Source: an optimization exercise on an open RTL-to-GDS flow (aim: small area, a short achievable clock period and few clock cycles per item). Production flows keep margins and buffers that such runs may drop.
Function was checked by simulation only, so behaviour that the tests miss may differ from the original.
No activity file was given, so power comes from the tool's default toggle rates.

== v6 ==
// ex_stage
module ex_stage #(
  parameter int XLEN = 32
) (
  input  logic            clk,
  input  logic            rst_n,
  input  logic            id_valid,
  input  logic [XLEN-1:0] id_rs1_data,
  input  logic [XLEN-1:0] id_rs2_data,
  input  logic [XLEN-1:0] id_imm,
  input  logic            id_alu_src,
  input  logic [4:0]      id_alu_op,
  input  logic            id_mem_read,
  input  logic            id_mem_write,
  input  logic            id_reg_write,
  input  logic [4:0]      id_rd,
  input  logic            flush,
  output logic            ex_busy,
  output logic            exm_valid,
  output logic [XLEN-1:0] exm_alu_result,
  output logic [XLEN-1:0] exm_rs2_data,
  output logic            exm_mem_read,
  output logic            exm_mem_write,
  output logic            exm_reg_write,
  output logic [4:0]      exm_rd
);
For scale: about 4,900 cells after synthesis, ~190 I/O pins, roughly 31,000 um^2 of cells after synthesis.
export LEC_CHECK = 0
export ABC_AREA = 1
export CAP_MARGIN = 30
export CORE_MARGIN = 2
export CORE_UTILIZATION = 50
export SETUP_SLACK_MARGIN = 5
export SLEW_MARGIN = 20
create_clock -name core_clock -period 12.0 [get_ports {clk}]
standard.sh (not shown) runs the stock make flow with config.mk's settings and CLKGATE_MAP_FILE= SYNTH_SCRIPT=/design/flow/synth_recipe.tcl, a recipe that flattens the netlist after the stock synthesis.
==> flow/flow/run.sh <==
#!/bin/bash
# Own layout flow: the standard layout (standard.sh: unchanged synthesis,
# floorplan, placement, CTS and routing, constraint.sdc as given), with two
# changes to how the layout is made:
#  - the port buffers that buffer_ports inserts on every input and output
#    are plain buffers (buf_2) instead of the delay cell it picks by itself.
# The whole make output goes to standard_margin.log; ORFS also keeps each
# step's log under orfs/logs.
set -euo pipefail
MARGIN=5
sed -E "s/SETUP_SLACK_MARGIN=[0-9.]+/SETUP_SLACK_MARGIN=${MARGIN}/" standard.sh > standard_margin.sh
grep -q "SETUP_SLACK_MARGIN=${MARGIN}" standard_margin.sh
export BUFFER_PORTS_ARGS="-buffer_cell sky130_fd_sc_hd__buf_2"
bash standard_margin.sh > standard_margin.log 2>&1
test -f out/final.def
v6 completed every stage of the flow, and the final layout passed the timing, DRC and antenna checks.
Testbench counts of v6, summed over its fixed seeds: cycles 37,495, items 24,000.
--- input diff v6..v7 ---
diff --git a/flow/flow/run.sh b/flow/flow/run.sh
--- a/flow/flow/run.sh
+++ b/flow/flow/run.sh
@@ -9,3 +9,3 @@
 set -euo pipefail
-MARGIN=5
+MARGIN=5.5
 sed -E "s/SETUP_SLACK_MARGIN=[0-9.]+/SETUP_SLACK_MARGIN=${MARGIN}/" standard.sh > standard_margin.sh
Findings:
- Taking v6 as the reference, in v7 final net count has increased; power density normalized to cell area decreased by about 0.8% relative to the old numbers.
- In the metrics for v7 and v6, the one carrying the lower data arrival at the endpoint of the critical path is v7.
- A critical path launch point of id_alu_src is what v6 shows, while id_alu_op[4] belongs to v7.
- NOTE: power in v7 exceeds that of v6
- v6 -> v7: gate count of the mapped netlist delta 0, exact match

---

Setup of rev 12:
ex_stage, a different RTL version from the one above (not shown whole).
Size: about 4300 cells after synthesis, ~200 flip-flops, ~190 I/O pins, about 0.032 mm2 of cells after synthesis.
Settings: LEC_CHECK=0, CAP_MARGIN=30, CORE_MARGIN=2, CORE_UTILIZATION=60, SETUP_SLACK_MARGIN=5, SLEW_MARGIN=20; clock period 12.0 ns.
==> flow/flow/run.sh <==
#!/bin/bash
set -euo pipefail
MARGIN=6
sed -E "s/SETUP_SLACK_MARGIN=[0-9.]+/SETUP_SLACK_MARGIN=${MARGIN}/" standard.sh > standard_margin.sh
grep -q "SETUP_SLACK_MARGIN=${MARGIN}" standard_margin.sh
bash standard_margin.sh > standard_margin.log 2>&1
test -f out/final.def
Rev 12 terminated abnormally: global routing reported GRT-0116.
Testbench counts of rev 12, summed over its fixed seeds: cycles 37,365, items 24,000.
For rev 13, these inputs were changed with respect to rev 12:
Settings: CORE_UTILIZATION now 40, was 60.
==> flow/run.sh (new file) <==
#!/bin/bash
# synth_recipe.tcl (not shown) runs the flow's synth.tcl, then flattens the netlist and writes it again
# the make line also repeats each setting of config.mk as NAME=value (left out here)
make -C /OpenROAD-flow-scripts/flow DESIGN_CONFIG=/design/flow/config.mk WORK_HOME=/design/flow/orfs CLKGATE_MAP_FILE= SYNTH_SCRIPT=/design/flow/synth_recipe.tcl finish
removed: flow/flow/run.sh
removed: flow/standard.sh
Notes after the runs:
- Taking rev 12 as the reference point, the placed standard-cell area of rev 13 rises by about 1.7%.
- Re register bit count reported by yosys: no difference whatsoever between rev 12 and rev 13.
- In summary, rev 13 completed successfully, with a layout that passed the timing, DRC and antenna checks.
- No final results exist for rev 12, since it was stopped by error GRT-0116 during global routing.
- From rev 13 to rev 12, top-level port count did not move at all.
- | detailed-placement wirelength estimate | lower: rev 12 |

separate check: timing with driven ports:
The results above use ideal ports. As a check the final layouts listed here were re-extracted and re-timed, cells and wires unchanged.
Step 1 assumes that a clkbuf_16 drives the clock port and a buf_2 every other input.
Step 2 times the ports against the registers' clock, not the clock port: input delays grow and output delays shrink by t, the midpoint of the rising clock arrivals with the driver on.
a / b / c = ideal ports / drivers / drivers and shift; a / b = the first two.
run | t (ns) | setup WS [ns] | worst hold slack (ns) | worst setup path at the end | latest minus earliest clock arrival (ns)
v6 | 0.724 | 5.090 / 5.106 / 4.395 | 0.433 / 0.433 / 0.433 | input to register | 0.020 / 0.019
v7 | 0.722 | 5.292 / 5.314 / 4.591 | 0.432 / 0.432 / 0.432 | input to register | 0.023 / 0.023
rev 13 | 0.632 | 4.729 / 4.729 / 4.317 | 0.594 / 0.594 / 0.594 | input to register | 0.026 / 0.026
After both steps every run listed still meets setup and hold. For v7, which loses most, drivers alone change the setup slack by +0.022 ns; drivers and shift together by -0.701 ns.
